Background: an optimization exercise with open tools, aiming at small area. Do not read the settings as production practice. The RTL was checked by simulation tests, not by an equivalence proof against the original design.

==> inputs of run a <==
Design dma_dispatcher, start of the top module:
module dma_dispatcher (
    input  logic                     clk,
    input  logic                     rst_local,
    input  logic                     mmio_read,
    input  logic                     mmio_write,
    input  logic [10-1:0]   mmio_address,
    input  logic [64-1:0]   mmio_writedata,
    output logic [64-1:0]   readdata,
    output logic                     readdatavalid,
    output logic                     rd_ch0_new_cmd,
    output logic [64-1:0]   rd_ch0_src_start_addr,
    output logic [64-1:0]   rd_ch0_dst_start_addr,
    output logic [64-1:0]   rd_ch0_xfer_length,
    output logic                     rd_ch1_new_cmd,
    output logic [64-1:0]   rd_ch1_src_start_addr,
    output logic [64-1:0]   rd_ch1_dst_start_addr,
    output logic [64-1:0]   rd_ch1_xfer_length,
    output logic                     wr_ch0_new_cmd,
    output logic [64-1:0]   wr_ch0_src_start_addr,
    output logic [64-1:0]   wr_ch0_dst_start_addr,
    output logic [64-1:0]   wr_ch0_xfer_length,
    output logic                     wr_ch1_new_cmd,
    output logic [64-1:0]   wr_ch1_src_start_addr,
    output logic [64-1:0]   wr_ch1_dst_start_addr,
    output logic [64-1:0]   wr_ch1_xfer_length,
    output logic                     rd_cfg_sclr,
    output logic                     rd_cfg_clear_irq,
    output logic                     wr_cfg_sclr,
    output logic                     wr_cfg_clear_irq,
    output logic [64-1:0]   magic_addr,
    input  logic [2-1:0] rd_chan_done,
    input  logic [2-1:0] wr_chan_done,
    output logic                     host_mem_rd_xfer_done,
    output logic                     host_mem_wr_xfer_done
);
==> module dma_csr_regs, before the edit <==
module dma_csr_regs
(
    input  logic                   clk,
    input  logic                   rst_local,
    input  dma_cmd_pkg::mmio_req_t req,
    input  logic [64-1:0] rd_src, rd_dst, rd_len,
    input  logic                   rd_len_zero,
    input  logic [64-1:0] wr_src, wr_dst, wr_len,
    input  logic                   wr_len_zero,
    output logic [64-1:0] readdata,
    output logic                   readdatavalid,
    output dma_cmd_pkg::dma_cfg_t  rd_cfg,
    output dma_cmd_pkg::dma_cfg_t  wr_cfg,
    output logic [64-1:0] magic_addr
);
    dma_csr_pkg::csr_addr_e word_addr;
    logic [64-1:0] scratchpad;
    logic                   hit_rd_cfg, hit_wr_cfg;
    assign word_addr = dma_csr_pkg::csr_addr_e'(req.address[10-1:3]);
    assign hit_rd_cfg = req.write && word_addr == dma_csr_pkg::CSR_RD_CFG;
    assign hit_wr_cfg = req.write && word_addr == dma_csr_pkg::CSR_WR_CFG;
    always_ff @(posedge clk) begin
        if (rst_local)
            magic_addr <= '0;
        else if (req.write && word_addr == dma_csr_pkg::CSR_MAGIC_ADDR)
            magic_addr <= req.writedata;
    end
    logic scr_zero;
    always_ff @(posedge clk) begin
        if (req.write && word_addr == dma_csr_pkg::CSR_SCRATCHPAD)
            scratchpad <= req.writedata;
        if (rst_local)
            scr_zero <= 1'b1;
        else if (req.write && word_addr == dma_csr_pkg::CSR_SCRATCHPAD)
            scr_zero <= 1'b0;
    end
    always_ff @(posedge clk) begin
        if (rst_local) begin
            rd_cfg        <= '0;
            wr_cfg        <= '0;
            readdatavalid <= 1'b0;
        end else begin
            rd_cfg <= {hit_rd_cfg && req.writedata[dma_csr_pkg::CFG_SCLR_BIT],
                       hit_rd_cfg && req.writedata[dma_csr_pkg::CFG_CLEAR_IRQ_BIT]};
            wr_cfg <= {hit_wr_cfg && req.writedata[dma_csr_pkg::CFG_SCLR_BIT],
                       hit_wr_cfg && req.writedata[dma_csr_pkg::CFG_CLEAR_IRQ_BIT]};
            readdatavalid <= req.read;
        end
    end
    logic sel_hdr, sel_idlo, sel_idhi, sel_nch, sel_bad;
    logic sel_scr, sel_mag, sel_rs, sel_rd, sel_rl, sel_ws, sel_wd, sel_wl;
    always_ff @(posedge clk) begin
        sel_hdr  <= word_addr == dma_csr_pkg::CSR_DFH_HDR;
        sel_idlo <= word_addr == dma_csr_pkg::CSR_ID_LO;
        sel_idhi <= word_addr == dma_csr_pkg::CSR_ID_HI;
        sel_nch  <= word_addr == dma_csr_pkg::CSR_NUM_CHAN;
        sel_scr  <= word_addr == dma_csr_pkg::CSR_SCRATCHPAD && !scr_zero;
        sel_mag  <= word_addr == dma_csr_pkg::CSR_MAGIC_ADDR;
        sel_rs   <= word_addr == dma_csr_pkg::CSR_RD_SRC;
        sel_rd   <= word_addr == dma_csr_pkg::CSR_RD_DST;
        sel_rl   <= word_addr == dma_csr_pkg::CSR_RD_LEN && !rd_len_zero;
        sel_ws   <= word_addr == dma_csr_pkg::CSR_WR_SRC;
        sel_wd   <= word_addr == dma_csr_pkg::CSR_WR_DST;
        sel_wl   <= word_addr == dma_csr_pkg::CSR_WR_LEN && !wr_len_zero;
        case (word_addr)
            dma_csr_pkg::CSR_DFH_HDR, dma_csr_pkg::CSR_ID_LO, dma_csr_pkg::CSR_ID_HI,
            dma_csr_pkg::CSR_NEXT_OFFS, dma_csr_pkg::CSR_SCRATCHPAD,
            dma_csr_pkg::CSR_MAGIC_ADDR, dma_csr_pkg::CSR_NUM_CHAN,
            dma_csr_pkg::CSR_RD_SRC, dma_csr_pkg::CSR_RD_DST, dma_csr_pkg::CSR_RD_LEN,
            dma_csr_pkg::CSR_WR_SRC, dma_csr_pkg::CSR_WR_DST, dma_csr_pkg::CSR_WR_LEN:
                sel_bad <= 1'b0;
            default:
                sel_bad <= 1'b1;
        endcase
    end
    assign readdata = ({64{sel_hdr}}  & 64'h1000_0100_0000_0001) |
                      ({64{sel_idlo}} & 64'hA2C4_5E71_09B3_6D18) |
                      ({64{sel_idhi}} & 64'h3F8E_D05A_4B12_C967) |
                      ({64{sel_nch}}  & 64'(2)) |
                      ({64{sel_bad}}  & 64'h0BAD_0BAD_0BAD_0BAD) |
                      ({64{sel_scr}}  & scratchpad) |
                      ({64{sel_mag}}  & magic_addr) |
                      ({64{sel_rs}}   & rd_src) |
                      ({64{sel_rd}}   & rd_dst) |
                      ({64{sel_rl}}   & rd_len) |
                      ({64{sel_ws}}   & wr_src) |
                      ({64{sel_wd}}   & wr_dst) |
                      ({64{sel_wl}}   & wr_len);
endmodule
==> module dma_blk_adder, before the edit <==
module dma_blk_adder (
    input  logic                   clk,
    input  logic [64-1:0] a,
    input  logic [64-1:0] b,
    input  logic                   cin,
    output logic [64-1:0] sum
);
    logic [64:0] c, cr;
    logic                 c11_n, c22_n, c33_n, c44_n, c54_n;
    logic                 p3, p4, c44;
    always_comb begin
        c[0] = cin;
        cr[0] = cin;
        for (int i = 0; i < 64; i++) begin
            cr[i+1] = (a[i] & b[i]) | ((a[i] ^ b[i]) & c[i]);
            case (i + 1)
                11:      c[i+1] = !c11_n;
                22:      c[i+1] = !c22_n;
                33:      c[i+1] = !c33_n;
                44:      c[i+1] = !c44_n;
                54:      c[i+1] = !c54_n;
                default: c[i+1] = cr[i+1];
            endcase
        end
    end
    assign p3  = &(a[43:33] ^ b[43:33]);
    assign p4  = &(a[53:44] ^ b[53:44]);
    assign c44 = p3 ? cr[33] : cr[44];
    always_ff @(posedge clk) begin
        c11_n <= !cr[11];
        c22_n <= !cr[22];
        c33_n <= !cr[33];
        c44_n <= !c44;
        c54_n <= !(p4 ? c44 : cr[54]);
    end
    assign sum = a ^ b ^ c[64-1:0];
endmodule
==> flow/config.mk <==
export PLATFORM = sky130hd
export DESIGN_NAME = dma_dispatcher
export DESIGN_NICKNAME = dma_dispatcher
export VERILOG_FILES = /design/flow/design.v
export SDC_FILE = /design/flow/constraint.sdc
export NUM_CORES = 4
export LEC_CHECK = 0
export CAP_MARGIN = 20
export CORE_MARGIN = 2
export CORE_UTILIZATION = 60
export SLEW_MARGIN = 20
==> flow/constraint.sdc <==
create_clock -name core_clock -period 8.0 [get_ports {clk}]
set_input_delay 1.6000 -clock core_clock [delete_from_list [all_inputs] [get_ports {clk}]]
set_output_delay 1.6000 -clock core_clock [all_outputs]
set_load 0.01 [all_outputs]
standard.sh (not shown) runs the stock make flow with config.mk's settings and CLKGATE_MAP_FILE= SYNTH_SCRIPT=/design/flow/synth_recipe.tcl, a recipe that flattens the netlist after the stock synthesis.
==> flow/flow/run.sh <==
#!/bin/bash
# Standard layout, with the smallest buffer on the ports and a clock tree of
# larger leaf clusters, without dummy loads. Each ORFS step logs to
# orfs/logs/; make's own output goes to make_finish.log.
set -euo pipefail
export BUFFER_PORTS_ARGS="-buffer_cell sky130_fd_sc_hd__buf_1"
export CTS_ARGS="-sink_clustering_enable -repair_clock_nets -dont_use_dummy_load -buf_list {sky130_fd_sc_hd__clkbuf_16} -sink_clustering_size 30 -sink_clustering_max_diameter 100"
bash standard.sh finish > make_finish.log 2>&1
==> run b (differences from run a) <==
--- a/flow/design.v
+++ b/flow/design.v
@@ -56,26 +56,22 @@
     output dma_cmd_pkg::dma_cfg_t  wr_cfg,
     output logic [64-1:0] magic_addr
 );
-    dma_csr_pkg::csr_addr_e word_addr;
+    dma_csr_pkg::csr_addr_e word_addr, rd_addr_q;
     logic [64-1:0] scratchpad;
     logic                   hit_rd_cfg, hit_wr_cfg;
     assign word_addr = dma_csr_pkg::csr_addr_e'(req.address[10-1:3]);
     assign hit_rd_cfg = req.write && word_addr == dma_csr_pkg::CSR_RD_CFG;
     assign hit_wr_cfg = req.write && word_addr == dma_csr_pkg::CSR_WR_CFG;
     always_ff @(posedge clk) begin
-        if (rst_local)
+        if (rst_local) begin
+            scratchpad <= '0;
             magic_addr <= '0;
-        else if (req.write && word_addr == dma_csr_pkg::CSR_MAGIC_ADDR)
-            magic_addr <= req.writedata;
-    end
-    logic scr_zero;
-    always_ff @(posedge clk) begin
-        if (req.write && word_addr == dma_csr_pkg::CSR_SCRATCHPAD)
-            scratchpad <= req.writedata;
-        if (rst_local)
-            scr_zero <= 1'b1;
-        else if (req.write && word_addr == dma_csr_pkg::CSR_SCRATCHPAD)
-            scr_zero <= 1'b0;
+        end else if (req.write) begin
+            if (word_addr == dma_csr_pkg::CSR_SCRATCHPAD)
+                scratchpad <= req.writedata;
+            if (word_addr == dma_csr_pkg::CSR_MAGIC_ADDR)
+                magic_addr <= req.writedata;
+        end
     end
     always_ff @(posedge clk) begin
         if (rst_local) begin
@@ -90,45 +86,26 @@
             readdatavalid <= req.read;
         end
     end
-    logic sel_hdr, sel_idlo, sel_idhi, sel_nch, sel_bad;
-    logic sel_scr, sel_mag, sel_rs, sel_rd, sel_rl, sel_ws, sel_wd, sel_wl;
-    always_ff @(posedge clk) begin
-        sel_hdr  <= word_addr == dma_csr_pkg::CSR_DFH_HDR;
-        sel_idlo <= word_addr == dma_csr_pkg::CSR_ID_LO;
-        sel_idhi <= word_addr == dma_csr_pkg::CSR_ID_HI;
-        sel_nch  <= word_addr == dma_csr_pkg::CSR_NUM_CHAN;
-        sel_scr  <= word_addr == dma_csr_pkg::CSR_SCRATCHPAD && !scr_zero;
-        sel_mag  <= word_addr == dma_csr_pkg::CSR_MAGIC_ADDR;
-        sel_rs   <= word_addr == dma_csr_pkg::CSR_RD_SRC;
-        sel_rd   <= word_addr == dma_csr_pkg::CSR_RD_DST;
-        sel_rl   <= word_addr == dma_csr_pkg::CSR_RD_LEN && !rd_len_zero;
-        sel_ws   <= word_addr == dma_csr_pkg::CSR_WR_SRC;
-        sel_wd   <= word_addr == dma_csr_pkg::CSR_WR_DST;
-        sel_wl   <= word_addr == dma_csr_pkg::CSR_WR_LEN && !wr_len_zero;
-        case (word_addr)
-            dma_csr_pkg::CSR_DFH_HDR, dma_csr_pkg::CSR_ID_LO, dma_csr_pkg::CSR_ID_HI,
-            dma_csr_pkg::CSR_NEXT_OFFS, dma_csr_pkg::CSR_SCRATCHPAD,
-            dma_csr_pkg::CSR_MAGIC_ADDR, dma_csr_pkg::CSR_NUM_CHAN,
-            dma_csr_pkg::CSR_RD_SRC, dma_csr_pkg::CSR_RD_DST, dma_csr_pkg::CSR_RD_LEN,
-            dma_csr_pkg::CSR_WR_SRC, dma_csr_pkg::CSR_WR_DST, dma_csr_pkg::CSR_WR_LEN:
-                sel_bad <= 1'b0;
-            default:
-                sel_bad <= 1'b1;
+    always_ff @(posedge clk)
+        rd_addr_q <= word_addr;
+    always_comb begin
+        case (rd_addr_q)
+            dma_csr_pkg::CSR_DFH_HDR:    readdata = 64'h1000_0100_0000_0001;
+            dma_csr_pkg::CSR_ID_LO:      readdata = 64'hA2C4_5E71_09B3_6D18;
+            dma_csr_pkg::CSR_ID_HI:      readdata = 64'h3F8E_D05A_4B12_C967;
+            dma_csr_pkg::CSR_NEXT_OFFS:  readdata = 64'h0000_0000_0000_0000;
+            dma_csr_pkg::CSR_SCRATCHPAD: readdata = scratchpad;
+            dma_csr_pkg::CSR_MAGIC_ADDR: readdata = magic_addr;
+            dma_csr_pkg::CSR_NUM_CHAN:   readdata = 64'(2);
+            dma_csr_pkg::CSR_RD_SRC:     readdata = rd_src;
+            dma_csr_pkg::CSR_RD_DST:     readdata = rd_dst;
+            dma_csr_pkg::CSR_RD_LEN:     readdata = rd_len_zero ? '0 : rd_len;
+            dma_csr_pkg::CSR_WR_SRC:     readdata = wr_src;
+            dma_csr_pkg::CSR_WR_DST:     readdata = wr_dst;
+            dma_csr_pkg::CSR_WR_LEN:     readdata = wr_len_zero ? '0 : wr_len;
+            default:                     readdata = 64'h0BAD_0BAD_0BAD_0BAD;
         endcase
     end
-    assign readdata = ({64{sel_hdr}}  & 64'h1000_0100_0000_0001) |
-                      ({64{sel_idlo}} & 64'hA2C4_5E71_09B3_6D18) |
-                      ({64{sel_idhi}} & 64'h3F8E_D05A_4B12_C967) |
-                      ({64{sel_nch}}  & 64'(2)) |
-                      ({64{sel_bad}}  & 64'h0BAD_0BAD_0BAD_0BAD) |
-                      ({64{sel_scr}}  & scratchpad) |
-                      ({64{sel_mag}}  & magic_addr) |
-                      ({64{sel_rs}}   & rd_src) |
-                      ({64{sel_rd}}   & rd_dst) |
-                      ({64{sel_rl}}   & rd_len) |
-                      ({64{sel_ws}}   & wr_src) |
-                      ({64{sel_wd}}   & wr_dst) |
-                      ({64{sel_wl}}   & wr_len);
 endmodule
 `timescale 1ns/10ps
 module dma_blk_adder (
@@ -139,32 +116,28 @@
     output logic [64-1:0] sum
 );
     logic [64:0] c, cr;
-    logic                 c11_n, c22_n, c33_n, c44_n, c54_n;
-    logic                 p3, p4, c44;
+    logic                 c13_q, c26_q, c39_q, c52_q;
+    logic                 p3;
     always_comb begin
         c[0] = cin;
         cr[0] = cin;
         for (int i = 0; i < 64; i++) begin
             cr[i+1] = (a[i] & b[i]) | ((a[i] ^ b[i]) & c[i]);
             case (i + 1)
-                11:      c[i+1] = !c11_n;
-                22:      c[i+1] = !c22_n;
-                33:      c[i+1] = !c33_n;
-                44:      c[i+1] = !c44_n;
-                54:      c[i+1] = !c54_n;
+                13:      c[i+1] = c13_q;
+                26:      c[i+1] = c26_q;
+                39:      c[i+1] = c39_q;
+                52:      c[i+1] = c52_q;
                 default: c[i+1] = cr[i+1];
             endcase
         end
     end
-    assign p3  = &(a[43:33] ^ b[43:33]);
-    assign p4  = &(a[53:44] ^ b[53:44]);
-    assign c44 = p3 ? cr[33] : cr[44];
+    assign p3 = &(a[51:39] ^ b[51:39]);
     always_ff @(posedge clk) begin
-        c11_n <= !cr[11];
-        c22_n <= !cr[22];
-        c33_n <= !cr[33];
-        c44_n <= !c44;
-        c54_n <= !(p4 ? c44 : cr[54]);
+        c13_q <= cr[13];
+        c26_q <= cr[26];
+        c39_q <= cr[39];
+        c52_q <= p3 ? cr[39] : cr[52];
     end
     assign sum = a ^ b ^ c[64-1:0];
 endmodule
==> flow/run.sh (new file) <==
#!/bin/bash
# synth_recipe.tcl (not shown) runs the flow's synth.tcl, then flattens the netlist and writes it again
# the make line also repeats each setting of config.mk as NAME=value (left out here)
make -C /OpenROAD-flow-scripts/flow DESIGN_CONFIG=/design/flow/config.mk WORK_HOME=/design/flow/orfs CLKGATE_MAP_FILE= SYNTH_SCRIPT=/design/flow/synth_recipe.tcl finish
Settings changed: CORE_UTILIZATION 60 to 40.
removed: flow/flow/run.sh
removed: flow/standard.sh
==> impl_summary.txt <==
----------------------------------------------------
[Outcome]
  Outcome ... no timing/DRC/antenna violations

[Synthesis]
  Sequential element share of the synthesized area ... between 60% and 70%
  Number of enable-type register cells in the synthesized netlist ... about 640
  Netlist Area Pre-Place ... between 0.03 and 0.04 mm2
  Area share of xor/xnor cells in the synthesized design ... less than 1%
  Area contributors post-synth ... sky130_fd_sc_hd__edfxtp_1 52%, sky130_fd_sc_hd__fa_1 14%, sky130_fd_sc_hd__dfxtp_1 9.3%
  Post-synthesis compound-gate area fraction ... under 10%
  Adder and majority cell fraction of the synthesized area ... 19.2%
  Synthesized area per cell ... approximately 15 um2

[Floorplanning]
  Number of rows in the core area ... about 110
  DIE WIDTH ... 308 um

----------------------------------------------------
Source of the figures above: run b

==> impl_summary.txt <==
----------------------------------------------------
[Synthesis]
  Post-synthesis compound-gate area fraction ... under 10%
  Sequential element share of the synthesized area ... 64.9%

[Floorplanning]
  DIE WIDTH ... ~250 um

[Outcome]
  Fail Step ... I/O pin placement (3_2_place_iop)
  First Err ... [ERROR PPL-0024] Number of IO pins (989) exceeds maximum number of available positions (900). Increase the die perimeter from 1001.50um to 1345.04um.
  Outcome ... stopped before the end

----------------------------------------------------
Source of the figures above: run a

-- port drivers added, routing unchanged --
The flow's constraints put no driver on any port. The routed layout listed below was extracted and timed again, unchanged, in two steps.
Step 1 assumes that a clkbuf_16 drives the clock port and a buf_2 every other input.
Step 2 times the ports against the registers' clock, not the clock port: input delays grow and output delays shrink by t, the midpoint of the rising clock arrivals with the driver on.
a / b / c = ideal ports / drivers / drivers and shift; a / b = the first two.
run: run b
t (ns): 0.710
slack for setup (ns): 0.073 / 0.006 / 0.715
worst setup path at the end: register to output
clock arrival spread, ns: 0.026 / 0.027
worst data-port slew with drivers (ns): 0.18
After both steps run b still meets setup and hold. For run b, drivers alone change the setup slack by -0.067 ns; drivers and shift together by +0.642 ns.
